Background: an optimization exercise with open tools, aiming at small area. Do not read the settings as production practice.
Only simulation tests tie the RTL to the original design; equivalence was not proved.
Power is estimated from default activity; no workload was simulated.

==> flow/design.v <==
module mc_fifo #(
    parameter int NUM_CHANNELS      = 4,
    parameter int BUFFER_SIZE       = 16,
    parameter int DATA_WIDTH        = 32,
    parameter int ALMOST_FULL_LEVEL = 14,
    localparam int LEVEL_WIDTH      = $clog2(BUFFER_SIZE + 1)
) (
    input  logic                                clock,
    input  logic                                rst_n,
    input  logic [NUM_CHANNELS*DATA_WIDTH-1:0]  data_in,
    input  logic [NUM_CHANNELS-1:0]             data_in_valid,
    output logic [NUM_CHANNELS-1:0]             data_in_full,
    output logic [NUM_CHANNELS-1:0]             data_in_almost_full,
    output logic [NUM_CHANNELS*DATA_WIDTH-1:0]  data_out,
    output logic [NUM_CHANNELS-1:0]             data_out_valid,
    input  logic [NUM_CHANNELS-1:0]             data_out_ack,
    input  logic [NUM_CHANNELS-1:0]             flush,
    output logic [NUM_CHANNELS*LEVEL_WIDTH-1:0] level,
    output logic [NUM_CHANNELS-1:0]             overflow
);
    localparam int PTR_WIDTH = $clog2(BUFFER_SIZE);
    localparam logic [PTR_WIDTH-1:0]   PTR_LAST = PTR_WIDTH'(BUFFER_SIZE - 1);
    localparam logic [LEVEL_WIDTH-1:0] LVL_FULL = LEVEL_WIDTH'(BUFFER_SIZE);
    localparam logic [LEVEL_WIDTH-1:0] LVL_AF   = LEVEL_WIDTH'(ALMOST_FULL_LEVEL);
    localparam logic [LEVEL_WIDTH-1:0] LVL_ONE  = LEVEL_WIDTH'(1);
    function automatic logic [PTR_WIDTH-1:0] ptr_inc(input logic [PTR_WIDTH-1:0] p);
        if (p == PTR_LAST)
            ptr_inc = {PTR_WIDTH{1'b0}};
        else
            ptr_inc = p + PTR_WIDTH'(1);
    endfunction
    for (genvar c = 0; c < NUM_CHANNELS; c++) begin : g_ch
        logic [DATA_WIDTH-1:0]  mem [BUFFER_SIZE];
        logic [PTR_WIDTH-1:0]   wr_ptr;
        logic [PTR_WIDTH-1:0]   rd_ptr;
        logic [LEVEL_WIDTH-1:0] lvl_q;
        logic [LEVEL_WIDTH-1:0] lvl_d;
        logic                   full_q;
        logic                   afull_q;
        logic                   valid_q;
        logic                   ovf_q;
        logic                   push;
        logic                   pop;
        logic                   wr_while_full;
        assign push          = data_in_valid[c] & ~full_q & ~flush[c];
        assign pop           = valid_q & data_out_ack[c] & ~flush[c];
        assign wr_while_full = data_in_valid[c] & full_q & ~flush[c];
        always_comb begin
            lvl_d = lvl_q;
            if (flush[c])
                lvl_d = '0;
            else if (push && !pop)
                lvl_d = lvl_q + LVL_ONE;
            else if (pop && !push)
                lvl_d = lvl_q - LVL_ONE;
        end
        always_ff @(posedge clock or negedge rst_n) begin
            if (!rst_n) begin
                lvl_q   <= '0;
                wr_ptr  <= '0;
                rd_ptr  <= '0;
                full_q  <= 1'b0;
                afull_q <= 1'b0;
                valid_q <= 1'b0;
                ovf_q   <= 1'b0;
            end else begin
                lvl_q   <= lvl_d;
                full_q  <= (lvl_d == LVL_FULL);
                afull_q <= (lvl_d >= LVL_AF);
                valid_q <= (lvl_d != '0);
                if (flush[c]) begin
                    wr_ptr <= '0;
                    rd_ptr <= '0;
                    ovf_q  <= 1'b0;
                end else begin
                    if (push)
                        wr_ptr <= ptr_inc(wr_ptr);
                    if (pop)
                        rd_ptr <= ptr_inc(rd_ptr);
                    if (wr_while_full)
                        ovf_q <= 1'b1;
                end
            end
        end
        always_ff @(posedge clock) begin
            if (push)
                mem[wr_ptr] <= data_in[c*DATA_WIDTH +: DATA_WIDTH];
        end
        assign data_out[c*DATA_WIDTH +: DATA_WIDTH]  = valid_q ? mem[rd_ptr] : '0;
        assign level[c*LEVEL_WIDTH +: LEVEL_WIDTH]   = lvl_q;
        assign data_in_full[c]                       = full_q;
        assign data_in_almost_full[c]                = afull_q;
        assign data_out_valid[c]                     = valid_q;
        assign overflow[c]                           = ovf_q;
    end
endmodule
==> flow/run.sh <==
#!/bin/bash
# synth_recipe.tcl (not shown) runs the flow's synth.tcl, then flattens the netlist and writes it again
# the make line also repeats each setting of config.mk as NAME=value (left out here)
make -C /OpenROAD-flow-scripts/flow DESIGN_CONFIG=/design/flow/config.mk WORK_HOME=/design/flow/orfs CLKGATE_MAP_FILE= SYNTH_SCRIPT=/design/flow/synth_recipe.tcl finish
==> flow/config.mk <==
export PLATFORM = sky130hd
export DESIGN_NAME = mc_fifo
export DESIGN_NICKNAME = mc_fifo
export VERILOG_FILES = /design/flow/design.v
export SDC_FILE = /design/flow/constraint.sdc
export NUM_CORES = 4
export LEC_CHECK = 0
export CAP_MARGIN = 20
export CORE_MARGIN = 2
export CORE_UTILIZATION = 40
export SLEW_MARGIN = 20
==> flow/constraint.sdc <==
create_clock -name core_clock -period 6.0 [get_ports {clock}]
set_input_delay 1.2000 -clock core_clock [delete_from_list [all_inputs] [get_ports {clock}]]
set_output_delay 1.2000 -clock core_clock [all_outputs]
set_load 0.01 [all_outputs]
==> impl_metrics.py, run 1 <==
metrics = {
    "status": {
        "status": "no timing/DRC/antenna violations",
    },
    "global_routing": {
        "grt_pass1_wl_um": 277000,
        "overflow": 0,
        "grt_pass1_vias": 39611,
        "gr-usage-all-layers": 0.182,
        "antenna_found_initial": 25,
        "grt_max_degree": 88,
    },
    "timing": {
        "rsz0062_at_grt": "false",
        "finalCritPeriodShare": 0.868,
        "hold_slack_ns": 0.291,
        "fmax_mhz": 192,
        "worst_pin_slew_ns": 1.06,
        "finalMaxSlewViolations": 0,
        "layout_setup_ws_ns": 0.795,
        "fin_worst_skew_ns": 0.0431,
        "finalSetupTns_ns": 0,
        "relSlewSlack": 0.292,
        "finalSetupViolCount": 0,
        "period_needed_ns": 5.21,
        "final_hold_viol_count": 0,
    },
    "cts": {
        "cts_tree": "built",
        "insertion_delay_ns": 0.86,
        "cts-resized-gates": 0,
        "cts_buffer_depth": 3,
        "cts_buffers": 216,
        "cts_root_buffer": "clkbuf_16",
        "htree_num_levels": 4,
        "path_clk_slew_ns": 0.06,
        "hold_buffers": 0,
        "cts.sinks": 2116,
        "post_cts_buffers": 0,
    },
    "placement": {
        "dp_hpwl_um": 104000,
        "pre_cts_ws_ns": 1.27,
        "gp_congestion": 0.746,
        "io_buffer_count": 305,
    },
    "worst_setup_path": {
        "crit_path_end_kind": "primary output",
        "worstSetupStartpointType": "register",
        "path_cells": "buf_12 -> mux4_2 -> mux4_2 -> and2_1 -> clkdlybuf4s50_1",
        "critPathArrivalTime_ns": 4.01,
        "cp_max_fo": 44,
        "crit_buf_inv": 2,
        "cpMostUsedCell": "mux4_2",
        "worstPathRequired_ns": 4.80,
        "crit_family": "multiplexers",
        "path_class": "reg2out",
        "critPathMaxStageDelay_ns": 0.89,
        "cp_slowest_cell": "dfrtp_4",
    },
    "die": {
        "die_area_um2": 209000,
        "initial_utilization": 0.402,
        "rows": 166,
        "design.portCount": 306,
        "coreArea_um2": 204000,
        "fp.dieW_um": 457,
        "die_h_um": 457,
    },
    "synth": {
        "syn-cell-area_um2": 82000,
        "synth_area_leader_cell": "edfxtp_1",
        "syn-mean-instance-area_um2": 23.4,
        "synthArstFlopShare": 0.0321,
        "synth_ff_type": "edfxtp_1",
        "ys_types": 45,
        "yosys-top-cells-area": "edfxtp_1, mux4_2, dfrtp_1, and2_1, clkbuf_1",
        "ys_seq_area_frac": 0.771,
        "synth-seq-cells": 2116,
        "synth-edff-count": 2048,
        "netlist_instances": 3506,
        "yosysWarnings": 1,
        "netlist.area_leader.share": 0.750,
        "synth_nets": 3676,
    },
    "routing": {
        "num_vias": 37609,
        "postRouteAntennaNets": 0,
        "routed_wl_um": 190000,
        "via_per_inst": 5.51,
        "drc": 0,
        "first_iter_violations": 3634,
        "drt-pass1-iter-count": 5,
        "wl_per_cell_um": 27.8,
    },
    "power_and_ir_drop": {
        "peakVddDrop_mv": 0.276,
        "power.leakage_nw": 29.2,
        "power.density_nw_per_um2": 360,
    },
    "layout": {
        "final_common_cell": "edfxtp_1",
        "fin_nets": 4114,
        "final_cell_mix": "edfxtp_1, mux4_2, clkdlybuf4s50_1",
        "drive_gt1_frac": 0.279,
        "syn2layout_area_growth_pct": 16.7,
    },
    "hold_path": {
        "hold_class": "in2async",
    },
    "run": {
        "cap_violations": 0,
    },
}
==> registers in the layout, indices dropped and copies added, names as in the netlist <==
register,flops
g_ch.lvl_q,20
g_ch.afull_q,4
g_ch.rd_ptr,16
g_ch.full_q,4
g_ch.mem,2048
g_ch.valid_q,4
g_ch.ovf_q,4
g_ch.wr_ptr,16
==> synth_stat cells, types with 8 or more instances <==
master    instances
and2_1          157
clkbuf_1        100
buf_1            29
nor2_1           73
o21ai_0          17
inv_1            25
a21oi_1          37
nor2b_1          12
nand2_1          61
a311oi_1         11
buf_2            21
xor2_1            8
dfrtp_1          68
nand3_1          13
buf_6            33
nand2b_1         10
edfxtp_1       2048
ha_1             28
nor3_1           18
buf_4            20
and3_1           11
mux4_2          640
or3_1             8
==> report_power, final <==
group | switching, mW | internal, mW | total [mW]
Combinational | 2.05 | 2.42 | 4.47
Sequential | 0.402 | 16.4 | 16.8
Clock | 5.68 | 7.42 | 13.1
==> per-stage QoR <==
step / util / cells / power [mW] / instance area [um2]
after floorplan: - / 3506 / 19.8 / 82000
after global placement: 0.434 / 6414 / 21.7 / 88700
after detailed placement: 0.434 / 6414 / 21.7 / 88700
after CTS: 0.468 / 6815 / 34.8 / 95600
after global routing: 0.468 / 6824 / 35.6 / 95600
final: 0.468 / 6828 / 34.4 / 95600
==> final timing paths <==
path	from	slack, ns	depth (start not counted)	to
worst max-delay path	g_ch[1].rd_ptr[0]$_DFFE_PN0P_	0.79	5	data_out[55]
worst min-delay path	rst_n	0.29	1	g_ch[2].lvl_q[2]$_DFF_PN0_
worst max register to register	g_ch[3].full_q$_DFF_PN0_	2.72	5	g_ch[3].mem[7][6]$_DFFE_PP_
worst min register to register	g_ch[0].ovf_q$_DFFE_PN0P_	0.50	2	g_ch[0].ovf_q$_DFFE_PN0P_
max in group asynchronous	rst_n	4.58	2	g_ch[3].rd_ptr[0]$_DFFE_PN0P_
min in group core_clock	g_ch[0].ovf_q$_DFFE_PN0P_	0.50	2	g_ch[0].ovf_q$_DFFE_PN0P_
==> cell type report <==
class / count / area [um2]
clock inverters: 124 / 1240
fillers: 16771 / 109000
multi-input cells: 1162 / 17900
diodes: 13 / 32.5
clock buffers: 277 / 5680
well taps: 2688 / 3360
repair buffers: 423 / 4120
inverters: 25 / 93.8
flip-flops and latches: 2116 / 63200
==> logic make-up after synthesis <==
family / after synthesis / synth area share
DFF: 2116 / 0.771
muxes: 647 / 0.177
and+or+nand+nor: 384 / 0.0251
xor gates and xnor gates: 15 / 0.00160
adders and majority gates: 28 / 0.00427
AOI/OAI and AO/OA: 88 / 0.00678
buffers and inverters: 228 / 0.0147
==> per-layer routing <==
layer  share of wire  track usage  vias up  routed length, um
li1                -            -    15752                  -
met4           0.026       0.0584       16               4850
met3           0.056       0.0333      278              10700
met1            0.42        0.246    20467              79300
met5         0.00052            0        -                 98
met2            0.50        0.300     1096              94900
==> run 2: changes to the inputs <==
==> flow/design.v (replaced) <==
module mc_fifo #(
    parameter int NUM_CHANNELS      = 4,
    parameter int BUFFER_SIZE       = 16,
    parameter int DATA_WIDTH        = 32,
    parameter int ALMOST_FULL_LEVEL = 14,
    localparam int LEVEL_WIDTH      = $clog2(BUFFER_SIZE + 1)
) (
    input  logic                                clock,
    input  logic                                rst_n,
    input  logic [NUM_CHANNELS*DATA_WIDTH-1:0]  data_in,
    input  logic [NUM_CHANNELS-1:0]             data_in_valid,
    output logic [NUM_CHANNELS-1:0]             data_in_full,
    output logic [NUM_CHANNELS-1:0]             data_in_almost_full,
    output logic [NUM_CHANNELS*DATA_WIDTH-1:0]  data_out,
    output logic [NUM_CHANNELS-1:0]             data_out_valid,
    input  logic [NUM_CHANNELS-1:0]             data_out_ack,
    input  logic [NUM_CHANNELS-1:0]             flush,
    output logic [NUM_CHANNELS*LEVEL_WIDTH-1:0] level,
    output logic [NUM_CHANNELS-1:0]             overflow
);
    localparam logic [LEVEL_WIDTH-1:0] LVL_FULL = LEVEL_WIDTH'(BUFFER_SIZE);
    localparam logic [LEVEL_WIDTH-1:0] LVL_AF   = LEVEL_WIDTH'(ALMOST_FULL_LEVEL);
    localparam logic [LEVEL_WIDTH-1:0] LVL_ONE  = LEVEL_WIDTH'(1);
    for (genvar c = 0; c < NUM_CHANNELS; c++) begin : g_ch
        logic [DATA_WIDTH-1:0]  mem [BUFFER_SIZE];
        logic [LEVEL_WIDTH-1:0] lvl_q;
        logic [LEVEL_WIDTH-1:0] lvl_d;
        logic                   ovf_q;
        logic                   full;
        logic                   valid;
        logic                   push;
        logic                   pop;
        logic [BUFFER_SIZE-1:0] sel;
        logic [DATA_WIDTH-1:0]  head;
        assign full  = (lvl_q == LVL_FULL);
        assign valid = (lvl_q != '0);
        assign push = data_in_valid[c] & ~full & ~flush[c];
        assign pop  = valid & data_out_ack[c] & ~flush[c];
        always_comb begin
            lvl_d = lvl_q;
            if (flush[c])
                lvl_d = '0;
            else if (push && !pop)
                lvl_d = lvl_q + LVL_ONE;
            else if (pop && !push)
                lvl_d = lvl_q - LVL_ONE;
        end
        always_ff @(posedge clock or negedge rst_n) begin
            if (!rst_n) begin
                lvl_q <= '0;
                ovf_q <= 1'b0;
            end else begin
                lvl_q <= lvl_d;
                if (flush[c])
                    ovf_q <= 1'b0;
                else if (data_in_valid[c] && full)
                    ovf_q <= 1'b1;
            end
        end
        always_ff @(posedge clock) begin
            if (push) begin
                mem[0] <= data_in[c*DATA_WIDTH +: DATA_WIDTH];
                for (int i = 1; i < BUFFER_SIZE; i++)
                    mem[i] <= mem[i-1];
            end
        end
        mc_fifo_dec #(
            .BUFFER_SIZE(BUFFER_SIZE),
            .LEVEL_WIDTH(LEVEL_WIDTH)
        ) u_dec (
            .lvl(lvl_q),
            .sel(sel)
        );
        always_comb begin
            head = '0;
            for (int i = 0; i < BUFFER_SIZE; i++)
                head = head | ({DATA_WIDTH{sel[i]}} & mem[i]);
        end
        assign data_out[c*DATA_WIDTH +: DATA_WIDTH] = head;
        assign level[c*LEVEL_WIDTH +: LEVEL_WIDTH]  = lvl_q;
        assign data_in_full[c]                      = full;
        assign data_in_almost_full[c]               = (lvl_q >= LVL_AF);
        assign data_out_valid[c]                    = valid;
        assign overflow[c]                          = ovf_q;
    end
endmodule
module mc_fifo_dec #(
    parameter int BUFFER_SIZE = 16,
    parameter int LEVEL_WIDTH = 5
) (
    input  logic [LEVEL_WIDTH-1:0] lvl,
    output logic [BUFFER_SIZE-1:0] sel
);
    always_comb
        for (int i = 0; i < BUFFER_SIZE; i++)
            sel[i] = (lvl == LEVEL_WIDTH'(i + 1));
endmodule
--- a/flow/config.mk
+++ b/flow/config.mk
@@ -9,3 +9,5 @@
 export CORE_MARGIN = 2
 export CORE_UTILIZATION = 40
 export SLEW_MARGIN = 20
+export SYNTH_HIERARCHICAL = 1
+export SYNTH_MINIMUM_KEEP_SIZE = 0
==> impl_metrics.py, run 2 <==
metrics = {
    "die": {
        "design.portCount": 306,
        "die_area_um2": 191000,
        "fp.dieW_um": 437,
        "initial_utilization": 0.403,
        "die_h_um": 437,
        "rows": 158,
        "coreArea_um2": 186000,
    },
    "worst_setup_path": {
        "crit_path_end_kind": "primary output",
        "critPathArrivalTime_ns": 4.14,
        "worstPathRequired_ns": 4.80,
        "path_class": "reg2out",
        "worstSetupStartpointType": "register",
        "cp_max_fo": 24,
    },
    "hold_path": {
        "hold_class": "reg2reg",
    },
    "synth": {
        "yosys-top-cells-area": "edfxtp_1, a221oi_1, a22o_1, nand4_1, clkbuf_1",
        "synth-seq-cells": 2072,
        "synth_nets": 3893,
        "yosysWarnings": 12,
        "netlist.area_leader.share": 0.822,
        "synth-edff-count": 2048,
        "syn-mean-instance-area_um2": 20.0,
        "synth.most_common_cell": "edfxtp_1",
        "netlist_instances": 3735,
        "synth_commonest_cells": "edfxtp_1, a221oi_1, a22o_1",
        "synth_ff_type": "edfxtp_1",
        "synth_area_leader_cell": "edfxtp_1",
        "syn-cell-area_um2": 74800,
        "ys_types": 52,
        "synthArstFlopShare": 0.0116,
        "ys_seq_area_frac": 0.830,
    },
    "cts": {
        "cts.sinks": 2072,
        "cts_buffers": 207,
        "cts_tree": "built",
        "cts-resized-gates": 0,
        "cts_buffer_depth": 3,
        "post_cts_buffers": 0,
        "insertion_delay_ns": 0.84,
        "path_clk_slew_ns": 0.06,
        "htree_num_levels": 4,
        "hold_buffers": 0,
        "cts_root_buffer": "clkbuf_16",
    },
    "layout": {
        "final_common_cell": "edfxtp_1",
        "syn2layout_area_growth_pct": 17.6,
        "seq_area_um2": 62100,
        "fin_nets": 4282,
        "final_cell_mix": "edfxtp_1, a221oi_1, a22o_1",
        "multiInputGateArea_um2": 12100,
        "largest_registers": "g_ch.mem (2048), g_ch.lvl_q (20), g_ch.ovf_q (4)",
        "final_area_um2": 88000,
        "instances_no_fill": 6779,
        "drive_gt1_frac": 0.116,
        "fillers": 15329,
        "largest-register": "g_ch.mem",
        "largest_reg_flops": 2048,
    },
    "global_routing": {
        "grt_pass1_wl_um": 271000,
        "antenna_found_initial": 16,
        "grt_pass1_vias": 40124,
        "grt_max_degree": 195,
        "overflow": 0,
        "gr-usage-all-layers": 0.190,
    },
    "power_and_ir_drop": {
        "pwr-share-comb": 0.207,
        "power.leakage_nw": 28.1,
        "clockPowerShare": 0.329,
        "peakVddDrop_mv": 0.323,
        "netSwitchingPower_mw": 11.1,
        "p_seq_frac": 0.464,
        "power.density_nw_per_um2": 445,
        "power_mw": 39.1,
        "swShare": 0.284,
        "p_int_mw": 28.0,
    },
    "routing": {
        "via_per_inst": 5.98,
        "routed_wl_um": 187000,
        "num_vias": 40540,
        "first_iter_violations": 4687,
        "drt-pass1-iter-count": 8,
        "postRouteAntennaNets": 0,
        "drc": 0,
        "wl_per_cell_um": 27.6,
    },
    "timing": {
        "worst_pin_slew_ns": 1.22,
        "relSlewSlack": 0.187,
        "finalSetupViolCount": 0,
        "fmax_mhz": 187,
        "period_needed_ns": 5.34,
        "final_hold_viol_count": 0,
        "finalCritPeriodShare": 0.890,
        "fin_worst_skew_ns": 0.0366,
        "finalMaxSlewViolations": 0,
        "rsz0062_at_grt": "false",
        "finalSetupTns_ns": 0,
    },
    "placement": {
        "dp_hpwl_um": 103000,
        "post_dp_cell_area_um2": 81200,
        "io_buffer_count": 305,
        "gp_congestion": 0.794,
        "dpl.cell_count": 6394,
    },
    "status": {
        "status": "no timing/DRC/antenna violations",
    },
    "run": {
        "cap_violations": 0,
    },
}
[run 2: power by group through the flow]
stage               sequential (mW)  clock [mW]  combinational, mW
finish                         18.2        12.9               8.10
floorplan                      18.4           0               3.91
detailed placement             18.4           0               8.19
global placement               18.4           0               8.17
CTS                            18.1        13.2               8.23
global route                   18.3        13.7               8.58
[run 2: worst max-delay path: stages, from the launching register on]
cell             delay [ns]
dfrtp_1                0.70
nand2b_1               0.38
nor3_4                 0.58
buf_4                  0.52
a22o_1                 0.22
a221oi_1               0.05
nand4_1                0.26
clkdlybuf4s50_1        0.59
[run 2: final timing paths]
path	from	to	slack, ns	cells past startpoint
min in group asynchronous	rst_n	g_ch[3].lvl_q[2]$_DFFE_PN0P_	0.48	1
setup reg to reg	g_ch[3].lvl_q[1]$_DFFE_PN0P_	g_ch[3].mem[3][21]$_DFFE_PP_	2.43	5
hold reg to reg	g_ch[1].mem[13][9]$_DFFE_PP_	g_ch[1].mem[14][9]$_DFFE_PP_	0.42	0
hold / removal	g_ch[1].mem[13][9]$_DFFE_PP_	g_ch[1].mem[14][9]$_DFFE_PP_	0.42	0
setup / recovery	g_ch[1].lvl_q[2]$_DFFE_PN0P_	data_out[32]	0.66	7
max in group asynchronous	rst_n	g_ch[1].lvl_q[4]$_DFFE_PN0P_	4.90	1
[run 2: final cells by class]
| type | count | share of cell area |
|---|---|---|
| inverters | 5 | 0.000213 |
| clock inverters | 128 | 0.0151 |
| flip-flops and latches | 2072 | 0.706 |
| well taps | 2480 | 0.0353 |
| repair buffers | 401 | 0.0450 |
| diodes | 8 | 0.000227 |
| multi-input cells | 1437 | 0.137 |
| clock buffers | 248 | 0.0613 |
[run 2: kinds of logic after synthesis]
kind of cell	after synthesis	share of synthesized area
DFF	2072	0.830
AOI/OAI and AO/OA	1065	0.124
and+or+nand+nor	333	0.0273
buffers and inverters	226	0.0130
muxes	19	0.00274
adders and majority gates	16	0.00308
xor gates and xnor gates	4	0.000468
[run 2: metrics by stage]
stage,hold WS [ns],util,setup slack [ns]
after floorplan,0.426,-,-10.53
after global placement,0.427,0.438,1.59
after detailed placement,0.434,0.438,1.52
after CTS,0.421,0.474,0.594
after global routing,0.440,0.474,0.488
final,0.423,0.474,0.658
[run 2: per-layer routing]
layer  GRT usage  vias up  part of all wire
met3      0.0378      307             0.075
met4      0.0676        0             0.029
met5           0        -                 0
met1       0.266    21306              0.42
met2       0.298     1780              0.48
li1            -    17147                 -
==> run 3: changes to the inputs <==
--- a/flow/design.v
+++ b/flow/design.v
@@ -71,10 +71,16 @@
             .lvl(lvl_q),
             .sel(sel)
         );
-        always_comb begin
-            head = '0;
-            for (int i = 0; i < BUFFER_SIZE; i++)
-                head = head | ({DATA_WIDTH{sel[i]}} & mem[i]);
+        for (genvar b = 0; b < DATA_WIDTH; b++) begin : g_bit
+            logic [BUFFER_SIZE-1:0] col;
+            for (genvar i = 0; i < BUFFER_SIZE; i++) begin : g_row
+                assign col[i] = mem[i][b];
+            end
+            mc_fifo_ohmux #(.N(BUFFER_SIZE)) u_mux (
+                .sel(sel),
+                .d  (col),
+                .y  (head[b])
+            );
         end
         assign data_out[c*DATA_WIDTH +: DATA_WIDTH] = head;
         assign level[c*LEVEL_WIDTH +: LEVEL_WIDTH]  = lvl_q;
@@ -95,3 +101,73 @@
         for (int i = 0; i < BUFFER_SIZE; i++)
             sel[i] = (lvl == LEVEL_WIDTH'(i + 1));
 endmodule
+module mc_fifo_ohmux #(
+    parameter int N = 16
+) (
+    input  logic [N-1:0] sel,
+    input  logic [N-1:0] d,
+    output logic         y
+);
+    localparam int NF = N / 3;           
+    localparam int NR = N - 3 * NF;      
+    localparam int NG = NF + (NR != 0);  
+    logic [NG-1:0] n;
+    for (genvar g = 0; g < NF; g++) begin : g_grp
+        mc_fifo_aoi222 u_aoi (
+            .a0(sel[3*g]),   .b0(d[3*g]),
+            .a1(sel[3*g+1]), .b1(d[3*g+1]),
+            .a2(sel[3*g+2]), .b2(d[3*g+2]),
+            .y (n[g])
+        );
+    end
+    if (NR == 1) begin : g_r1
+        mc_fifo_nand2 u_nand (.a(sel[N-1]), .b(d[N-1]), .y(n[NG-1]));
+    end else if (NR == 2) begin : g_r2
+        mc_fifo_aoi22 u_aoi (
+            .a0(sel[N-2]), .b0(d[N-2]),
+            .a1(sel[N-1]), .b1(d[N-1]),
+            .y (n[NG-1])
+        );
+    end
+    if (NG > 4) begin : g_wide
+        logic rest;
+        mc_fifo_and #(.W(NG - 3)) u_and (.a(n[NG-1:3]), .y(rest));
+        mc_fifo_nand #(.W(4)) u_nand (.a({rest, n[2:0]}), .y(y));
+    end else begin : g_narrow
+        mc_fifo_nand #(.W(NG)) u_nand (.a(n), .y(y));
+    end
+endmodule
+module mc_fifo_aoi222 (
+    input  logic a0, b0, a1, b1, a2, b2,
+    output logic y
+);
+    assign y = ~((a0 & b0) | (a1 & b1) | (a2 & b2));
+endmodule
+module mc_fifo_aoi22 (
+    input  logic a0, b0, a1, b1,
+    output logic y
+);
+    assign y = ~((a0 & b0) | (a1 & b1));
+endmodule
+module mc_fifo_nand2 (
+    input  logic a, b,
+    output logic y
+);
+    assign y = ~(a & b);
+endmodule
+module mc_fifo_and #(
+    parameter int W = 2
+) (
+    input  logic [W-1:0] a,
+    output logic         y
+);
+    assign y = &a;
+endmodule
+module mc_fifo_nand #(
+    parameter int W = 2
+) (
+    input  logic [W-1:0] a,
+    output logic         y
+);
+    assign y = ~&a;
+endmodule
==> impl_metrics.py, run 3 <==
metrics = {
    "status": {
        "status": "no timing/DRC/antenna violations",
    },
    "cts": {
        "hold_buffers": 0,
        "cts_root_buffer": "clkbuf_16",
        "cts-resized-gates": 0,
        "cts_tree": "built",
        "path_clk_slew_ns": 0.06,
        "post_cts_buffers": 0,
        "htree_num_levels": 4,
        "insertion_delay_ns": 0.84,
        "cts.sinks": 2072,
        "cts_buffer_depth": 3,
        "cts_buffers": 208,
    },
    "run": {
        "cap_violations": 0,
    },
    "layout": {
        "drive_gt1_frac": 0.114,
        "largest-register": "g_ch.mem",
        "final_cell_mix": "edfxtp_1, a222oi_1, clkdlybuf4s50_1",
        "fin_nets": 4149,
        "largest_reg_flops": 2048,
        "largest_registers": "g_ch.mem (2048), g_ch.lvl_q (20), g_ch.ovf_q (4)",
        "multiInputGateArea_um2": 10800,
        "syn2layout_area_growth_pct": 18.7,
        "instances_no_fill": 6534,
        "seq_area_um2": 62100,
        "final_common_cell": "edfxtp_1",
        "fillers": 14863,
        "final_area_um2": 86500,
        "post-route-util": 0.478,
    },
    "synth": {
        "yosys-top-cells-area": "edfxtp_1, a222oi_1, and3_1, nand4_1, dfrtp_1",
        "synth_fa_ha_area_frac": 0.00385,
        "synthSimpleGateAreaFrac": 0.0456,
        "synth-edff-count": 2048,
        "synth_commonest_cells": "edfxtp_1, a222oi_1, and3_1",
        "synth_top_family_by_area": "compound AO/OA/AOI/OAI gates",
        "synth_compound_area_frac": 0.0917,
        "synth_area_leader_cell": "edfxtp_1",
        "syn-cell-area_um2": 72900,
        "yosys-mux-area-fraction": 0.00282,
        "synthArstFlopShare": 0.0116,
        "syn-mean-instance-area_um2": 21.3,
        "synth.most_common_cell": "edfxtp_1",
        "netlist_instances": 3419,
        "netlist.area_leader.share": 0.844,
        "synth_nets": 3581,
        "synth_ff_type": "edfxtp_1",
        "ys_seq_area_frac": 0.852,
        "synthXorXnorAreaFrac": 0.000481,
        "yosysWarnings": 12,
        "ys_types": 49,
        "synth-seq-cells": 2072,
    },
    "worst_setup_path": {
        "path_class": "reg2out",
        "worstSetupStartpointType": "register",
        "worstPathRequired_ns": 4.80,
        "crit_path_end_kind": "primary output",
        "critPathArrivalTime_ns": 4.10,
        "cp_max_fo": 21,
    },
    "power_and_ir_drop": {
        "power_mw": 38.5,
        "power.leakage_nw": 27.0,
        "peakVddDrop_mv": 0.284,
        "power.density_nw_per_um2": 445,
    },
    "timing": {
        "finalMaxSlewViolations": 0,
        "finalSetupViolCount": 0,
        "rsz0062_at_grt": "false",
        "fmax_mhz": 189,
        "worst_pin_slew_ns": 1.16,
        "finalCritPeriodShare": 0.883,
        "final_hold_viol_count": 0,
        "fin_worst_skew_ns": 0.0329,
        "period_needed_ns": 5.30,
        "relSlewSlack": 0.230,
    },
    "routing": {
        "first_iter_violations": 6644,
        "drc": 0,
        "via_per_inst": 6.01,
        "wl_per_cell_um": 25.5,
        "drt-pass1-iter-count": 8,
        "num_vias": 39239,
        "routed_wl_um": 167000,
        "postRouteAntennaNets": 0,
    },
    "global_routing": {
        "overflow": 0,
        "antenna_found_initial": 8,
        "grt_max_degree": 218,
        "grt_pass1_wl_um": 248000,
        "gr-usage-all-layers": 0.174,
        "grt_pass1_vias": 38662,
    },
    "placement": {
        "post_dp_cell_area_um2": 79700,
        "io_buffer_count": 305,
        "gp_congestion": 0.770,
        "dp_hpwl_um": 89900,
        "dpl.cell_count": 6146,
    },
    "die": {
        "initial_utilization": 0.403,
        "rows": 156,
        "coreArea_um2": 181000,
        "die_area_um2": 186000,
        "design.portCount": 306,
        "die_h_um": 431,
        "fp.dieW_um": 431,
    },
    "hold_path": {
        "hold_class": "reg2reg",
    },
}
[run 3: final timing paths]
check                                                   from                           end  slack (ns)  cells after the start
worst max-delay path            g_ch[3].lvl_q[2]$_DFFE_PN0P_                 data_out[125]        0.70                      7
worst min-delay path            g_ch[2].mem[12][2]$_DFFE_PP_  g_ch[2].mem[13][2]$_DFFE_PP_        0.43                      0
worst max register to register  g_ch[0].lvl_q[1]$_DFFE_PN0P_   g_ch[0].mem[6][8]$_DFFE_PP_        2.50                      6
worst min register to register  g_ch[2].mem[12][2]$_DFFE_PP_  g_ch[2].mem[13][2]$_DFFE_PP_        0.43                      0
max in group asynchronous                              rst_n  g_ch[1].lvl_q[2]$_DFFE_PN0P_        4.99                      1
min in group asynchronous                              rst_n  g_ch[2].lvl_q[4]$_DFFE_PN0P_        0.44                      1
[run 3: where the power goes]
group | leakage, nW | switching, mW | internal, mW
Combinational | 4.27 | 4.27 | 3.24
Sequential | 19.5 | 0.791 | 17.3
Clock | 3.27 | 5.56 | 7.27
[run 3: worst max-delay path: stages, from the launching register on]
cell and delay [ns]:
dfrtp_1 0.71, nand2b_1 0.38, nor2_4 0.71, buf_4 0.34
a222oi_1 0.09, and3_1 0.20, nand4_1 0.18, clkdlybuf4s50_1 0.61
[run 3: per-stage QoR]
stage               worst slack [ns]  hold WS [ns]  TNS [ns]
floorplan                     -10.84         0.425  -9622.00
global placement                1.63         0.427         0
detailed placement              1.59         0.431         0
CTS                            0.672         0.418         0
global route                   0.536         0.441         0
finish                         0.699         0.430         0
[run 3: cell type report]
class                           instances  area share
Tap cell                             2370      0.0343
Timing Repair Buffer                  387      0.0443
Antenna cell                            5    0.000145
Inverter                                5    0.000217
Multi-Input combinational cell       1313       0.125
Clock buffer                          245      0.0623
Sequential cell                      2072       0.718
Clock inverter                        137      0.0156
[run 3: kinds of logic (layout without fill, tap and decap cells)]
group / after synthesis / in the layout
other: 0 / 5
DFF: 2072 / 2072
AOI/OAI and AO/OA: 681 / 681
buffers and inverters: 34 / 774
xor gates and xnor gates: 4 / 4
adders and majority gates: 20 / 20
and+or+nand+nor: 589 / 589
muxes: 19 / 19
[run 3: Yosys stat by module (local to each module, per instance), excerpt]
module,flops+latches,copies in the design,cells
mc_fifo_nand2,0,128,1
mc_fifo,2072,1,2279
mc_fifo_aoi222,0,640,1
[run 3: per-layer routing]
layer	track usage	share of wire
met5	0	0.000060
met4	0.0598	0.026
met3	0.0344	0.084
met2	0.268	0.47
met1	0.248	0.42
==> run 4: changes to the inputs <==
==> flow/flow/run.sh (new file) <==
#!/bin/bash
# Layout flow: the standard ORFS flow with three changes that only affect
# buffering:
#  - port buffers use the smallest buffer cell (every port still gets one);
#  - CTS uses small clock buffers with larger sink clusters, and inserts no
#    dummy loads.
# The full output of the flow goes to flow_standard.log in this folder; ORFS
# keeps each step's own log under orfs/logs.
set -euo pipefail
export BUFFER_PORTS_ARGS="-buffer_cell sky130_fd_sc_hd__buf_1"
export CTS_ARGS="-sink_clustering_enable -repair_clock_nets -dont_use_dummy_load -buf_list {sky130_fd_sc_hd__clkbuf_4 sky130_fd_sc_hd__clkbuf_8} -sink_clustering_size 20 -sink_clustering_max_diameter 60"
bash standard.sh finish > flow_standard.log 2>&1
==> flow/standard.sh (new file) <==
#!/bin/bash
# synth_recipe.tcl (not shown) runs the flow's synth.tcl, then flattens the netlist and writes it again
# the make line also repeats each setting of config.mk as NAME=value (left out here)
make -C /OpenROAD-flow-scripts/flow DESIGN_CONFIG=/design/flow/config.mk WORK_HOME=/design/flow/orfs CLKGATE_MAP_FILE= SYNTH_SCRIPT=/design/flow/synth_recipe.tcl "${@:-finish}"
removed: flow/run.sh
==> impl_metrics.py, run 4 <==
metrics = {
    "worst_setup_path": {
        "reg2reg_depth": 6,
        "reg2reg_slack_ns": 2.45,
        "critPathMaxStageDelay_ns": 0.78,
        "path_cells": "or3b_4 -> nor3_4 -> buf_4 -> a222oi_1 -> nand4_1 -> buf_1",
        "crit_path_end_kind": "primary output",
        "cp_max_fo": 20,
        "worstPathRequired_ns": 4.80,
        "r2r_start": "g_ch[3].lvl_q[0]$_DFFE_PN0P_",
        "r2r-end": "g_ch[3].mem[5][29]$_DFFE_PP_",
        "path_class": "reg2out",
        "critPathArrivalTime_ns": 3.82,
        "worstSetupStartpointType": "register",
        "cp_slowest_cell": "dfrtp_1",
    },
    "timing": {
        "fmax_mhz": 199,
        "finalMaxSlewViolations": 0,
        "finalCritPeriodShare": 0.837,
        "final_hold_viol_count": 0,
        "hold_slack_ns": 0.375,
        "worst_pin_slew_ns": 1.20,
        "finalSetupViolCount": 0,
        "layout_setup_ws_ns": 0.975,
        "relSlewSlack": 0.203,
        "rsz0062_at_grt": "false",
        "period_needed_ns": 5.02,
        "fin_worst_skew_ns": 0.109,
    },
    "placement": {
        "io_buffer_count": 305,
        "pre_cts_ws_ns": 1.82,
        "gp_congestion": 0.779,
        "dp_hpwl_um": 88800,
        "dpl.cell_count": 6139,
    },
    "die": {
        "coreArea_um2": 181000,
        "design.portCount": 306,
        "fp.dieW_um": 431,
        "die_h_um": 431,
        "die_area_um2": 186000,
        "rows": 156,
        "initial_utilization": 0.403,
    },
    "synth": {
        "synth_commonest_cells": "edfxtp_1, a222oi_1, and3_1",
        "syn-cell-area_um2": 72900,
        "synth_area_leader_cell": "edfxtp_1",
        "syn-mean-instance-area_um2": 21.3,
        "netlist_instances": 3419,
        "ys_types": 49,
        "yosysWarnings": 12,
        "synth.most_common_cell": "edfxtp_1",
        "synth_nets": 3581,
        "synth_ff_type": "edfxtp_1",
        "ys_seq_area_frac": 0.852,
        "netlist.area_leader.share": 0.844,
        "synth-seq-cells": 2072,
        "synth-edff-count": 2048,
        "yosys-top-cells-area": "edfxtp_1, a222oi_1, and3_1, nand4_1, dfrtp_1",
        "synthArstFlopShare": 0.0116,
    },
    "routing": {
        "via_per_inst": 6.10,
        "drc": 0,
        "routed_wl_um": 164000,
        "num_vias": 38427,
        "postRouteAntennaNets": 0,
        "drt-pass1-iter-count": 9,
        "wl_per_cell_um": 26.0,
        "first_iter_violations": 6860,
    },
    "power_and_ir_drop": {
        "power.leakage_nw": 24.1,
        "netSwitchingPower_mw": 9.28,
        "pwr-share-comb": 0.203,
        "swShare": 0.301,
        "p_int_mw": 21.6,
        "power.density_nw_per_um2": 386,
        "p_seq_frac": 0.585,
        "peakVddDrop_mv": 0.209,
        "clockPowerShare": 0.212,
    },
    "cts": {
        "htree_num_levels": 4,
        "cts.sinks": 2072,
        "post_cts_buffers": 0,
        "cts_tree": "built",
        "insertion_delay_ns": 0.95,
        "cts_buffer_depth": 3,
        "path_clk_slew_ns": 0.11,
        "cts_root_buffer": "clkbuf_8",
        "cts-resized-gates": 0,
        "cts_buffers": 154,
        "hold_buffers": 0,
    },
    "layout": {
        "largest-register": "g_ch.mem",
        "multiInputGateArea_um2": 10800,
        "instances_no_fill": 6304,
        "fin_nets": 4090,
        "syn2layout_area_growth_pct": 9.73,
        "largest_reg_flops": 2048,
        "final_cell_mix": "edfxtp_1, a222oi_1, buf_1",
        "final_common_cell": "edfxtp_1",
        "fillers": 15425,
        "drive_gt1_frac": 0.0823,
        "largest_registers": "g_ch.mem (2048), g_ch.lvl_q (20), g_ch.ovf_q (4)",
        "seq_area_um2": 62100,
    },
    "global_routing": {
        "grt_pass1_wl_um": 241000,
        "grt_max_degree": 221,
        "overflow": 0,
        "antenna_found_initial": 7,
        "grt_pass1_vias": 37341,
        "gr-usage-all-layers": 0.170,
    },
    "status": {
        "status": "no timing/DRC/antenna violations",
    },
    "run": {
        "cap_violations": 0,
    },
    "hold_path": {
        "hold_class": "in2async",
    },
}
run 4: cell types whose count changed in the layout (fill, tap and decap cells not counted), sizes merged:
cell / previous run / this run
bufinv: 19 / 0
clkbuf: 245 / 155
inv: 21 / 5
clkinvlp: 10 / 0
buf: 83 / 381
diode: 5 / 8
clkinv: 92 / 0
clkdlybuf4s50: 304 / 0
run 4: final cells by class:
type	instances	share of cell area
inverters	5	0.000235
well taps	2370	0.0371
clock buffers	154	0.0265
flip-flops and latches	2072	0.777
diodes	8	0.000250
repair buffers	382	0.0241
multi-input cells	1313	0.135
run 4: worst max-delay path by stage:
stage | from | to | slack [ns] | cells after the start
2_1_floorplan | flush[0] | g_ch[0].lvl_q[4]$_DFFE_PN0P_ | -10.84 | 8
5_1_grt | g_ch[1].lvl_q[1]$_DFFE_PN0P_ | data_out[59] | 0.72 | 6
4_1_cts | g_ch[0].lvl_q[2]$_DFFE_PN0P_ | data_out[12] | 0.83 | 7
3_5_place_dp | g_ch[0].lvl_q[2]$_DFFE_PN0P_ | data_out[12] | 1.82 | 7
3_3_place_gp | g_ch[0].lvl_q[2]$_DFFE_PN0P_ | data_out[12] | 1.89 | 7
6_report | g_ch[1].lvl_q[1]$_DFFE_PN0P_ | data_out[59] | 0.98 | 6
run 4: critical path, delay by kind of cell (launching register included):
family | cells | cell delay, ns
AND/OR/NAND/NOR | 3 | 1.31
AO/OA/AOI/OAI | 1 | 0.13
buffers and inverters | 2 | 0.64
flip-flops | 1 | 0.78
run 4: per-module statistics from Yosys (local to each module, per instance), a selection:
module          flops+latches  cells inside  copies in the design
mc_fifo_aoi222              0             1                   640
mc_fifo                  2072          2279                     1
mc_fifo_nand2               0             1                   128
run 4: cell families after synthesis:
group	after synthesis	synth area share
mux	19	0.00282
flops	2072	0.852
xor+xnor	4	0.000481
compound gates	681	0.0917
buf+inv	34	0.00318
fa+ha+maj	20	0.00385
simple gates	589	0.0456
run 4: metrics by stage:
step	util	area (um2)	setup TNS, ns	total power, mW
2_1_floorplan	-	72900	-9622.00	22.0
3_3_place_gp	0.429	77700	0	24.6
3_5_place_dp	0.430	77700	0	24.7
4_1_cts	0.441	79800	0	31.3
5_1_grt	0.442	79900	0	32.2
6_report	0.442	79900	0	30.9
run 4: routing by layer:
layer  routed length [um]  vias up  track usage
met5                    0        -            0
met1                69500    19990        0.244
met3                13000      237       0.0317
met4                 5820        0       0.0696
met2                75800     1647        0.257
li1                     -    16553            -
run 4: power groups by stage:
| stage | Clock [mW] | Combinational (mW) | Sequential (mW) |
|---|---|---|---|
| finish | 6.54 | 6.26 | 18.1 |
| CTS | 6.84 | 6.36 | 18.1 |
| global route | 7.30 | 6.72 | 18.2 |
| detailed placement | 0 | 6.34 | 18.4 |
| floorplan | 0 | 3.57 | 18.4 |
| global placement | 0 | 6.30 | 18.3 |
==> run 5: changes to the inputs <==
--- a/flow/flow/run.sh
+++ b/flow/flow/run.sh
@@ -8,5 +8,5 @@
 # keeps each step's own log under orfs/logs.
 set -euo pipefail
 export BUFFER_PORTS_ARGS="-buffer_cell sky130_fd_sc_hd__buf_1"
-export CTS_ARGS="-sink_clustering_enable -repair_clock_nets -dont_use_dummy_load -buf_list {sky130_fd_sc_hd__clkbuf_4 sky130_fd_sc_hd__clkbuf_8} -sink_clustering_size 20 -sink_clustering_max_diameter 60"
+export CTS_ARGS="-sink_clustering_enable -repair_clock_nets -dont_use_dummy_load -buf_list {sky130_fd_sc_hd__clkbuf_8} -sink_clustering_size 20 -sink_clustering_max_diameter 60"
 bash standard.sh finish > flow_standard.log 2>&1
--- a/flow/config.mk
+++ b/flow/config.mk
@@ -7,7 +7,7 @@
 export LEC_CHECK = 0
 export CAP_MARGIN = 20
 export CORE_MARGIN = 2
-export CORE_UTILIZATION = 40
+export CORE_UTILIZATION = 65
 export SLEW_MARGIN = 20
 export SYNTH_HIERARCHICAL = 1
 export SYNTH_MINIMUM_KEEP_SIZE = 0
==> impl_metrics.py, run 5 <==
metrics = {
    "routing": {
        "postRouteAntennaNets": 0,
        "via_per_inst": 7.24,
        "wl_per_cell_um": 29.8,
        "drc": 0,
        "num_vias": 39109,
        "drt-pass1-iter-count": 9,
        "first_iter_violations": 7673,
        "routed_wl_um": 161000,
    },
    "synth": {
        "synth_nets": 3581,
        "yosys-top-cells-area": "edfxtp_1, a222oi_1, and3_1, nand4_1, dfrtp_1",
        "synth_commonest_cells": "edfxtp_1, a222oi_1, and3_1",
        "synth-edff-count": 2048,
        "ys_types": 49,
        "synthArstFlopShare": 0.0116,
        "ys_seq_area_frac": 0.852,
        "syn-mean-instance-area_um2": 21.3,
        "netlist.area_leader.share": 0.844,
        "syn-cell-area_um2": 72900,
        "netlist_instances": 3419,
        "synth-seq-cells": 2072,
        "synth_ff_type": "edfxtp_1",
        "synth.most_common_cell": "edfxtp_1",
        "yosysWarnings": 12,
        "synth_area_leader_cell": "edfxtp_1",
    },
    "timing": {
        "finalSetupViolCount": 0,
        "fmax_mhz": 194,
        "rsz0062_at_grt": "false",
        "worst_pin_slew_ns": 1.23,
        "period_needed_ns": 5.15,
        "layout_setup_ws_ns": 0.850,
        "final_hold_viol_count": 0,
        "finalSetupTns_ns": 0,
        "fin_worst_skew_ns": 0.0720,
        "relSlewSlack": 0.177,
        "finalCritPeriodShare": 0.858,
        "finalMaxSlewViolations": 0,
    },
    "placement": {
        "io_buffer_count": 305,
        "pre_cts_ws_ns": 1.73,
        "dp_hpwl_um": 89200,
        "dpl.cell_count": 5254,
        "gp_congestion": 0.813,
    },
    "worst_setup_path": {
        "crit_family": "simple AND/OR/NAND/NOR gates",
        "worstSetupStartpointType": "register",
        "path_class": "reg2out",
        "critPathArrivalTime_ns": 3.95,
        "crit_path_end_kind": "primary output",
        "crit_buf_inv": 2,
        "worstPathRequired_ns": 4.80,
        "reg2reg_depth": 6,
        "cp.depth": 7,
        "reg2reg_slack_ns": 2.24,
        "cp_slowest_cell": "nor3_2",
        "cp_max_fo": 16,
        "critPathMaxStageDelay_ns": 0.89,
        "path_cells": "nand2b_1 -> nor3_2 -> buf_4 -> a222oi_1 -> and3_1 -> nand4_1 -> buf_1",
    },
    "global_routing": {
        "grt_pass1_vias": 38935,
        "antenna_found_initial": 8,
        "gr-usage-all-layers": 0.277,
        "grt_max_degree": 230,
        "grt_pass1_wl_um": 241000,
        "overflow": 0,
    },
    "layout": {
        "largest_registers": "g_ch.mem (2048), g_ch.lvl_q (20), g_ch.ovf_q (4)",
        "final_common_cell": "edfxtp_1",
        "seq_area_um2": 62100,
        "post-route-util": 0.709,
        "multiInputGateArea_um2": 10800,
        "final_cell_mix": "edfxtp_1, a222oi_1, buf_1",
        "syn2layout_area_growth_pct": 7.96,
        "fillers": 6838,
        "largest-register": "g_ch.mem",
        "largest_reg_flops": 2048,
        "drive_gt1_frac": 0.0808,
        "fin_nets": 4074,
        "instances_no_fill": 5402,
    },
    "die": {
        "die_h_um": 339,
        "initial_utilization": 0.657,
        "design.portCount": 306,
        "die_area_um2": 115000,
        "fp.dieW_um": 339,
        "coreArea_um2": 111000,
        "rows": 122,
    },
    "cts": {
        "post_cts_buffers": 0,
        "cts_tree": "built",
        "path_clk_slew_ns": 0.11,
        "cts_buffer_depth": 3,
        "cts-resized-gates": 0,
        "hold_buffers": 0,
        "htree_num_levels": 4,
        "cts.sinks": 2072,
        "cts_root_buffer": "clkbuf_8",
        "insertion_delay_ns": 0.86,
        "cts_buffers": 139,
    },
    "hold_path": {
        "hold_class": "reg2reg",
        "holdPathStages": 0,
    },
    "power_and_ir_drop": {
        "power_mw": 30.5,
        "peakVddDrop_mv": 0.351,
        "power.leakage_nw": 24.0,
        "power.density_nw_per_um2": 387,
    },
    "status": {
        "status": "no timing/DRC/antenna violations",
    },
    "run": {
        "cap_violations": 0,
    },
}
## run 5: logic make-up (layout without fill, tap and decap cells)
kind of cell,Yosys count,count (layout),share of synthesized area
compound gates,681,681,0.0917
buf+inv,34,525,0.00318
flops,2072,2072,0.852
mux,19,19,0.00282
fa+ha+maj,20,20,0.00385
simple gates,589,589,0.0456
other cells,0,4,0
xor+xnor,4,4,0.000481
## run 5: final timing paths
check	startpoint	endpoint
max	g_ch[2].lvl_q[2]$_DFFE_PN0P_	data_out[73]
min	g_ch[3].mem[12][3]$_DFFE_PP_	g_ch[3].mem[13][3]$_DFFE_PP_
max reg2reg	g_ch[1].lvl_q[0]$_DFFE_PN0P_	g_ch[1].mem[9][24]$_DFFE_PP_
min reg2reg	g_ch[3].mem[12][3]$_DFFE_PP_	g_ch[3].mem[13][3]$_DFFE_PP_
max in group asynchronous	rst_n	g_ch[1].lvl_q[4]$_DFFE_PN0P_
min in group asynchronous	rst_n	g_ch[3].ovf_q$_DFFE_PN0P_
## run 5: metrics by stage
stage	cell area (um2)	hold WS, ns
5_1_grt	78700	0.431
3_5_place_dp	76600	0.431
4_1_cts	78500	0.401
2_1_floorplan	72900	0.425
3_3_place_gp	76600	0.429
6_report	78700	0.415
## run 5: Yosys stat by module, one instance, submodules excluded, a selection
| module | area [um2] | copies in the design | cells |
|---|---|---|---|
| mc_fifo | 63600 | 1 | 2279 |
| mc_fifo_aoi222 | 10.0 | 640 | 1 |
| mc_fifo_nand2 | 3.75 | 128 | 1 |
## run 5: area by class of cell
type                            count  share of cell area
Sequential cell                  2072               0.790
Multi-Input combinational cell   1313               0.137
Timing Repair Buffer              381              0.0247
Clock buffer                      139              0.0243
Tap cell                         1488              0.0237
Inverter                            5            0.000239
Antenna cell                        4            0.000127
## run 5: power by group
part	switching, mW	internal, mW
clock	3.98	2.09
combinational	4.28	2.02
sequential	0.802	17.3
## run 5: metal layers
layer,up-vias,share of wire,global-route usage
met5,-,0.00027,0
met4,6,0.025,0.0811
met3,258,0.11,0.0662
met2,2312,0.47,0.426
met1,20019,0.39,0.405
li1,16514,-,-
## run 5: worst register-to-register path, delay by kind of cell (launching register included)
family / cells / cell delay (ns)
buffers and inverters: 3 / 1.92
AND/OR/NAND/NOR: 3 / 0.62
flip-flops: 1 / 0.76
==> run 6: changes to the inputs <==
--- a/flow/flow/run.sh
+++ b/flow/flow/run.sh
@@ -8,5 +8,5 @@
 # keeps each step's own log under orfs/logs.
 set -euo pipefail
 export BUFFER_PORTS_ARGS="-buffer_cell sky130_fd_sc_hd__buf_1"
-export CTS_ARGS="-sink_clustering_enable -repair_clock_nets -dont_use_dummy_load -buf_list {sky130_fd_sc_hd__clkbuf_8} -sink_clustering_size 20 -sink_clustering_max_diameter 60"
+export CTS_ARGS="-sink_clustering_enable -repair_clock_nets -dont_use_dummy_load -buf_list {sky130_fd_sc_hd__clkbuf_8} -sink_clustering_size 18 -sink_clustering_max_diameter 60"
 bash standard.sh finish > flow_standard.log 2>&1
--- a/flow/config.mk
+++ b/flow/config.mk
@@ -7,7 +7,7 @@
 export LEC_CHECK = 0
 export CAP_MARGIN = 20
 export CORE_MARGIN = 2
-export CORE_UTILIZATION = 65
+export CORE_UTILIZATION = 80
 export SLEW_MARGIN = 20
 export SYNTH_HIERARCHICAL = 1
 export SYNTH_MINIMUM_KEEP_SIZE = 0
==> impl_metrics.py, run 6 <==
metrics = {
    "status": {
        "status": "no timing/DRC/antenna violations",
    },
    "cts": {
        "cts.sinks": 2072,
        "cts_buffers": 137,
        "insertion_delay_ns": 0.88,
        "post_cts_buffers": 0,
        "cts_tree": "built",
        "hold_buffers": 0,
        "htree_num_levels": 4,
        "cts_buffer_depth": 3,
        "cts-resized-gates": 0,
        "cts_root_buffer": "clkbuf_8",
        "path_clk_slew_ns": 0.10,
    },
    "worst_setup_path": {
        "path_cells": "or3b_4 -> nor3_4 -> buf_4 -> a222oi_1 -> nand4_1 -> buf_1",
        "critPathArrivalTime_ns": 4.02,
        "crit_path_end_kind": "primary output",
        "worstSetupStartpointType": "register",
        "crit_family": "simple AND/OR/NAND/NOR gates",
        "path_class": "reg2out",
        "crit_buf_inv": 2,
        "worstPathRequired_ns": 4.80,
        "cp_slowest_cell": "dfrtp_1",
        "critPathMaxStageDelay_ns": 0.78,
        "cp_max_fo": 19,
    },
    "power_and_ir_drop": {
        "pwr-share-comb": 0.206,
        "p_seq_frac": 0.596,
        "power_mw": 30.4,
        "power.leakage_nw": 23.8,
        "peakVddDrop_mv": 0.362,
        "netSwitchingPower_mw": 9.05,
        "clockPowerShare": 0.198,
        "swShare": 0.298,
        "power.density_nw_per_um2": 390,
        "p_int_mw": 21.4,
    },
    "synth": {
        "netlist_instances": 3419,
        "syn-mean-instance-area_um2": 21.3,
        "synth_commonest_cells": "edfxtp_1, a222oi_1, and3_1",
        "synthArstFlopShare": 0.0116,
        "synth_nets": 3581,
        "yosys-mux-area-fraction": 0.00282,
        "ys_seq_area_frac": 0.852,
        "ys_types": 49,
        "yosysWarnings": 12,
        "synth_compound_area_frac": 0.0917,
        "synthSimpleGateAreaFrac": 0.0456,
        "synth-seq-cells": 2072,
        "synth_fa_ha_area_frac": 0.00385,
        "synthXorXnorAreaFrac": 0.000481,
        "netlist.area_leader.share": 0.844,
        "syn-cell-area_um2": 72900,
        "synth_ff_type": "edfxtp_1",
        "synth-edff-count": 2048,
        "yosys-top-cells-area": "edfxtp_1, a222oi_1, and3_1, nand4_1, dfrtp_1",
        "synth_top_family_by_area": "compound AO/OA/AOI/OAI gates",
        "synth_area_leader_cell": "edfxtp_1",
        "synth.most_common_cell": "edfxtp_1",
    },
    "timing": {
        "relSlewSlack": 0.192,
        "fmax_mhz": 191,
        "finalSetupViolCount": 0,
        "finalMaxSlewViolations": 0,
        "worst_pin_slew_ns": 1.21,
        "layout_setup_ws_ns": 0.777,
        "finalCritPeriodShare": 0.870,
        "period_needed_ns": 5.22,
        "rsz0062_at_grt": "false",
        "fin_worst_skew_ns": 0.0425,
        "final_hold_viol_count": 0,
    },
    "layout": {
        "seq_area_um2": 62100,
        "fin_nets": 4055,
        "largest_registers": "g_ch.mem (2048), g_ch.lvl_q (20), g_ch.ovf_q (4)",
        "fillers": 3591,
        "largest_reg_flops": 2048,
        "final_common_cell": "edfxtp_1",
        "post-route-util": 0.866,
        "final_area_um2": 78100,
        "drive_gt1_frac": 0.0781,
        "syn2layout_area_growth_pct": 7.15,
        "largest-register": "g_ch.mem",
        "multiInputGateArea_um2": 10800,
        "final_cell_mix": "edfxtp_1, a222oi_1, buf_1",
    },
    "run": {
        "cap_violations": 0,
    },
    "die": {
        "die_h_um": 306,
        "design.portCount": 306,
        "die_area_um2": 93500,
        "fp.dieW_um": 306,
        "initial_utilization": 0.808,
        "coreArea_um2": 90100,
        "rows": 110,
    },
    "routing": {
        "drt-pass1-iter-count": 12,
        "wl_per_cell_um": 31.8,
        "num_vias": 40380,
        "postRouteAntennaNets": 0,
        "drc": 0,
        "via_per_inst": 7.96,
        "routed_wl_um": 161000,
        "first_iter_violations": 9039,
    },
    "global_routing": {
        "gr-usage-all-layers": 0.341,
        "antenna_found_initial": 6,
        "overflow": 0,
        "grt_pass1_wl_um": 237000,
        "grt_pass1_vias": 39888,
        "grt_max_degree": 203,
    },
    "hold_path": {
        "hold_class": "reg2reg",
    },
    "placement": {
        "io_buffer_count": 305,
        "dp_hpwl_um": 91300,
        "pre_cts_ws_ns": 1.74,
        "post_dp_cell_area_um2": 76100,
        "gp_congestion": 0.845,
    },
}
## run 6: final cells by class
class | instances | area share
well taps | 1176 | 0.0188
diodes | 4 | 0.000128
flip-flops and latches | 2072 | 0.795
inverters | 5 | 0.000240
multi-input cells | 1313 | 0.139
clock buffers | 137 | 0.0242
repair buffers | 364 | 0.0226
## run 6: worst reg2reg max path, cell delays in order (launching register included)
cell	delay, ns
dfrtp_1	0.75
nor4_1	0.24
and2_1	0.38
nor2_4	0.72
nand2_1	0.32
ha_1	0.40
a21oi_1	0.20
nand2_1	0.12
mux2i_1	0.15
or4_1	0.52
## run 6: metal layers
metal | vias to the layer above | global-route usage | part of all wire
met4 | 8 | 0.142 | 0.039
met3 | 452 | 0.0862 | 0.14
li1 | 16471 | - | -
met2 | 3469 | 0.530 | 0.48
met1 | 19980 | 0.475 | 0.34
met5 | - | 0 | 0.00032
## run 6: final timing paths
kind,from,endpoint,slack (ns),cells after the start
max in group asynchronous,rst_n,g_ch[1].lvl_q[1]$_DFFE_PN0P_,4.95,1
min reg2reg,g_ch[3].mem[5][20]$_DFFE_PP_,g_ch[3].mem[6][20]$_DFFE_PP_,0.42,0
min in group asynchronous,rst_n,g_ch[3].ovf_q$_DFFE_PN0P_,0.45,1
min,g_ch[3].mem[5][20]$_DFFE_PP_,g_ch[3].mem[6][20]$_DFFE_PP_,0.42,0
max,g_ch[2].lvl_q[1]$_DFFE_PN0P_,data_out[90],0.78,6
max reg2reg,g_ch[1].lvl_q[0]$_DFFE_PN0P_,g_ch[1].lvl_q[4]$_DFFE_PN0P_,2.06,9
## run 6: cells by family after synthesis
family          Yosys count
flops                  2072
fa+ha+maj                20
xor+xnor                  4
simple gates            589
mux                      19
compound gates          681
buf+inv                  34
## run 6: through the flow
stage | hold slack (ns) | cells | TNS [ns]
final | 0.417 | 5071 | 0
after global routing | 0.415 | 5069 | 0
after CTS | 0.404 | 5065 | 0
after detailed placement | 0.431 | 4928 | 0
after global placement | 0.428 | 4928 | 0
after floorplan | 0.425 | 3419 | -9622.00
## run 6: modules after synthesis, one instance, submodules excluded, excerpt
module          copies in the design  flip-flops and latches  cell area, um2
mc_fifo_aoi222                   640                       0            10.0
mc_fifo                            1                    2072           63600
mc_fifo_nand2                    128                       0            3.75
## run 6: power groups by stage
stage,registers [mW],clock network [mW],logic (mW)
2_1_floorplan,18.4,0,3.57
3_3_place_gp,18.3,0,5.86
3_5_place_dp,18.4,0,6.08
4_1_cts,18.1,6.08,6.11
5_1_grt,18.2,6.51,6.52
6_report,18.1,6.03,6.25
==> run 7: changes to the inputs <==
--- a/flow/design.v
+++ b/flow/design.v
@@ -20,7 +20,7 @@
 );
     localparam logic [LEVEL_WIDTH-1:0] LVL_FULL = LEVEL_WIDTH'(BUFFER_SIZE);
     localparam logic [LEVEL_WIDTH-1:0] LVL_AF   = LEVEL_WIDTH'(ALMOST_FULL_LEVEL);
-    localparam logic [LEVEL_WIDTH-1:0] LVL_ONE  = LEVEL_WIDTH'(1);
+    localparam bit                     LVL_POW2 = (BUFFER_SIZE == (1 << (LEVEL_WIDTH - 1)));
     for (genvar c = 0; c < NUM_CHANNELS; c++) begin : g_ch
         logic [DATA_WIDTH-1:0]  mem [BUFFER_SIZE];
         logic [LEVEL_WIDTH-1:0] lvl_q;
@@ -32,18 +32,23 @@
         logic                   pop;
         logic [BUFFER_SIZE-1:0] sel;
         logic [DATA_WIDTH-1:0]  head;
-        assign full  = (lvl_q == LVL_FULL);
+        if (LVL_POW2) begin : g_full_top
+            assign full = lvl_q[LEVEL_WIDTH-1];
+        end else begin : g_full_cmp
+            assign full = (lvl_q == LVL_FULL);
+        end
         assign valid = (lvl_q != '0);
         assign push = data_in_valid[c] & ~full & ~flush[c];
         assign pop  = valid & data_out_ack[c] & ~flush[c];
+        logic up;
+        logic dn;
+        assign up = push & ~pop;
+        assign dn = pop & ~push;
         always_comb begin
-            lvl_d = lvl_q;
             if (flush[c])
                 lvl_d = '0;
-            else if (push && !pop)
-                lvl_d = lvl_q + LVL_ONE;
-            else if (pop && !push)
-                lvl_d = lvl_q - LVL_ONE;
+            else
+                lvl_d = lvl_q + {{(LEVEL_WIDTH-1){dn}}, up | dn};
         end
         always_ff @(posedge clock or negedge rst_n) begin
             if (!rst_n) begin
@@ -97,9 +102,31 @@
     input  logic [LEVEL_WIDTH-1:0] lvl,
     output logic [BUFFER_SIZE-1:0] sel
 );
-    always_comb
-        for (int i = 0; i < BUFFER_SIZE; i++)
-            sel[i] = (lvl == LEVEL_WIDTH'(i + 1));
+    localparam bit POW2 = (BUFFER_SIZE == (1 << (LEVEL_WIDTH - 1)));
+    if (POW2 && LEVEL_WIDTH == 5) begin : g_16
+        logic [3:0] lo_n;
+        logic [3:0] hi_n;
+        mc_fifo_predec_n u_lo (.a(lvl[1:0]), .y_n(lo_n));
+        mc_fifo_predec_n u_hi (.a(lvl[3:2]), .y_n(hi_n));
+        for (genvar i = 0; i < BUFFER_SIZE - 1; i++) begin : g_row
+            mc_fifo_nor2 u_nor (
+                .a(lo_n[(i + 1) % 4]),
+                .b(hi_n[(i + 1) / 4]),
+                .y(sel[i])
+            );
+        end
+        assign sel[BUFFER_SIZE-1] = lvl[LEVEL_WIDTH-1];
+    end else if (POW2) begin : g_pow2
+        always_comb begin
+            for (int i = 0; i < BUFFER_SIZE - 1; i++)
+                sel[i] = (lvl[LEVEL_WIDTH-2:0] == (LEVEL_WIDTH-1)'(i + 1));
+            sel[BUFFER_SIZE-1] = lvl[LEVEL_WIDTH-1];
+        end
+    end else begin : g_any
+        always_comb
+            for (int i = 0; i < BUFFER_SIZE; i++)
+                sel[i] = (lvl == LEVEL_WIDTH'(i + 1));
+    end
 endmodule
 module mc_fifo_ohmux #(
     parameter int N = 16
@@ -171,3 +198,25 @@
 );
     assign y = ~&a;
 endmodule
+module mc_fifo_predec_n (
+    input  logic [1:0] a,
+    output logic [3:0] y_n
+);
+    for (genvar k = 0; k < 4; k++) begin : g_k
+        mc_fifo_neq2 #(.K(k)) u_neq (.a(a), .y(y_n[k]));
+    end
+endmodule
+module mc_fifo_neq2 #(
+    parameter int K = 0
+) (
+    input  logic [1:0] a,
+    output logic       y
+);
+    assign y = (a != 2'(K));
+endmodule
+module mc_fifo_nor2 (
+    input  logic a, b,
+    output logic y
+);
+    assign y = ~(a | b);
+endmodule
==> impl_metrics.py, run 7 <==
metrics = {
    "status": {
        "status": "no timing/DRC/antenna violations",
    },
    "routing": {
        "drc": 0,
        "first_iter_violations": 9298,
        "drt-pass1-iter-count": 10,
        "wl_per_cell_um": 32.5,
        "via_per_inst": 7.97,
        "num_vias": 40010,
        "dr_wl_met3_um": 23600,
        "routed_wl_um": 163000,
        "met2_length_um": 78800,
        "dr.max_layer_used": "met5",
    },
    "timing": {
        "final_hold_viol_count": 0,
        "finalMaxSlewViolations": 0,
        "rsz0062_at_grt": "false",
        "relSlewSlack": 0.178,
        "period_needed_ns": 4.99,
        "fmax_mhz": 200,
        "worst_pin_slew_ns": 1.23,
        "finalSetupViolCount": 0,
    },
    "run": {
        "cap_violations": 0,
    },
    "cts": {
        "post_cts_buffers": 0,
        "path_clk_slew_ns": 0.11,
        "cts_root_buffer": "clkbuf_8",
        "cts_tree": "built",
        "hold_buffers": 0,
        "cts-resized-gates": 0,
        "cts_buffer_depth": 3,
        "cts_buffers": 137,
    },
    "worst_setup_path": {
        "critPathArrivalTime_ns": 3.79,
        "path_class": "reg2out",
        "crit_start": "g_ch[0].lvl_q[3]$_DFF_PN0_",
        "r2r_start": "g_ch[3].lvl_q[4]$_DFF_PN0_",
        "reg2reg_slack_ns": 1.98,
        "worstPathRequired_ns": 4.80,
        "crit_path_end_kind": "primary output",
        "cp.depth": 6,
        "reg2reg_depth": 7,
        "r2r-end": "g_ch[3].mem[15][17]$_DFFE_PP_",
        "cp_slowest_cell": "nor2_4",
        "path_cells": "nand2_1 -> nor2_4 -> a222oi_1 -> and3_1 -> nand4_1 -> buf_1",
    },
    "global_routing": {
        "gr-usage-all-layers": 0.343,
        "grt_max_degree": 223,
        "overflow": 0,
    },
    "layout": {
        "final_cell_mix": "edfxtp_1, a222oi_1, buf_1",
        "final_area_um2": 78000,
        "syn2layout_area_growth_pct": 8.04,
        "fin_nets": 4010,
        "instances_no_fill": 5021,
        "final_common_cell": "edfxtp_1",
        "drive_gt1_frac": 0.0734,
        "largest_registers": "g_ch.mem (2048), g_ch.lvl_q (20), g_ch.ovf_q (4)",
    },
    "die": {
        "rows": 110,
        "design.portCount": 306,
        "initial_utilization": 0.804,
        "die_area_um2": 92700,
        "fp.dieW_um": 304,
    },
    "synth": {
        "syn-mean-instance-area_um2": 21.5,
        "synth.most_common_cell": "edfxtp_1",
        "synth_commonest_cells": "edfxtp_1, a222oi_1, nand2_1",
        "synth-edff-count": 2048,
        "synth-seq-cells": 2072,
        "synth_ff_type": "edfxtp_1",
        "netlist_instances": 3356,
        "yosys-top-cells-area": "edfxtp_1, a222oi_1, and3_1, nand4_1, dfrtp_1",
        "ys_types": 24,
    },
    "placement": {
        "pre_cts_ws_ns": 1.34,
        "io_buffer_count": 305,
        "post_dp_cell_area_um2": 75700,
    },
    "hold_path": {
        "holdPathStages": 0,
        "hold_class": "reg2reg",
    },
    "power_and_ir_drop": {
        "power.density_nw_per_um2": 399,
    },
}
==> run 7: cell count changes in the layout (fill, tap and decap cells not counted), moves of 9 or more <==
| cell | before | now |
|---|---|---|
| nor2_2 | 5 | 14 |
| and3_2 | 15 | 0 |
| inv_1 | 5 | 16 |
| nor3_2 | 12 | 0 |
| nor2_4 | 6 | 46 |
| buf_16 | 2 | 20 |
| nor4_2 | 13 | 0 |
| buf_4 | 45 | 35 |
| nand3_1 | 10 | 0 |
==> run 7: kinds of logic after synthesis <==
group           count (synthesis)  synth area share
buf+inv                        44           0.00340
flops                        2072             0.860
xor+xnor                        8          0.000971
simple gates                  536            0.0385
compound gates                668            0.0916
mux                             4          0.000624
fa+ha+maj                      24           0.00458
==> run 7: worst min path at each step <==
stage,slack [ns],startpoint,end
finish,0.42,g_ch[2].mem[11][22]$_DFFE_PP_,g_ch[2].mem[12][22]$_DFFE_PP_
global route,0.43,rst_n,g_ch[3].lvl_q[2]$_DFF_PN0_
CTS,0.37,rst_n,g_ch[0].lvl_q[0]$_DFF_PN0_
detailed placement,0.43,g_ch[1].mem[9][8]$_DFFE_PP_,g_ch[1].mem[10][8]$_DFFE_PP_
global placement,0.43,g_ch[2].mem[10][19]$_DFFE_PP_,g_ch[2].mem[11][19]$_DFFE_PP_
floorplan,0.43,g_ch[0].mem[9][0]$_DFFE_PP_,g_ch[0].mem[10][0]$_DFFE_PP_
==> run 7: metrics by stage <==
stage          hold slack (ns)  power (mW)   util  setup TNS, ns
2_1_floorplan            0.425        22.3      -       -7203.01
3_3_place_gp             0.428        24.6  0.841              0
3_5_place_dp             0.432        25.0  0.843              0
4_1_cts                  0.372        30.9  0.864              0
5_1_grt                  0.433        32.0  0.869              0
6_report                 0.419        31.1  0.869              0
==> run 7: area by class of cell <==
type                            count  area (um2)
Sequential cell                  2072       62100
Tap cell                         1176        1470
Antenna cell                        3        7.51
Fill cell                        3516       11800
Clock buffer                      137        1890
Timing Repair Buffer              373        2210
Multi-Input combinational cell   1240       10200
Inverter                           20        90.1
==> run 7: modules after synthesis (local to each module, per instance), a selection <==
module          cells inside  cell area [um2]  copies in the design  flops+latches
mc_fifo_aoi222             1             10.0                   640              0
mc_fifo_nand2              1             3.75                   128              0
mc_fifo                 2236            63300                     1           2072
mc_fifo_nor2               1             3.75                    60              0
==> run 7: power breakdown <==
group | total (mW) | internal [mW] | switching, mW
Combinational | 6.52 | 1.92 | 4.60
Clock | 6.08 | 2.06 | 4.02
Sequential | 18.5 | 17.7 | 0.838
Total | 31.1 | 21.7 | 9.46
==> run 7: layer usage <==
metal  vias to the layer above  global-route usage
met4                         8               0.133
met1                     19965               0.488
met3                       406              0.0829
met2                      3489               0.534
li1                      16142                   -
met5                         -                   0
==> run 7: worst register-to-register path, delay by kind of cell, from the launching register on <==
| family | cells | cell delay, ns |
|---|---|---|
| buffers and inverters | 5 | 2.91 |
| DFF | 1 | 0.38 |
| and+or+nand+nor | 2 | 0.31 |

Setup slack of run 7, layout unchanged: 1.007 ns with ideal ports, 0.932 ns with driving cells assumed (clock clkbuf_16, inputs buf_2), 1.309 ns with port delays also shifted by the 0.941 ns mid clock arrival.
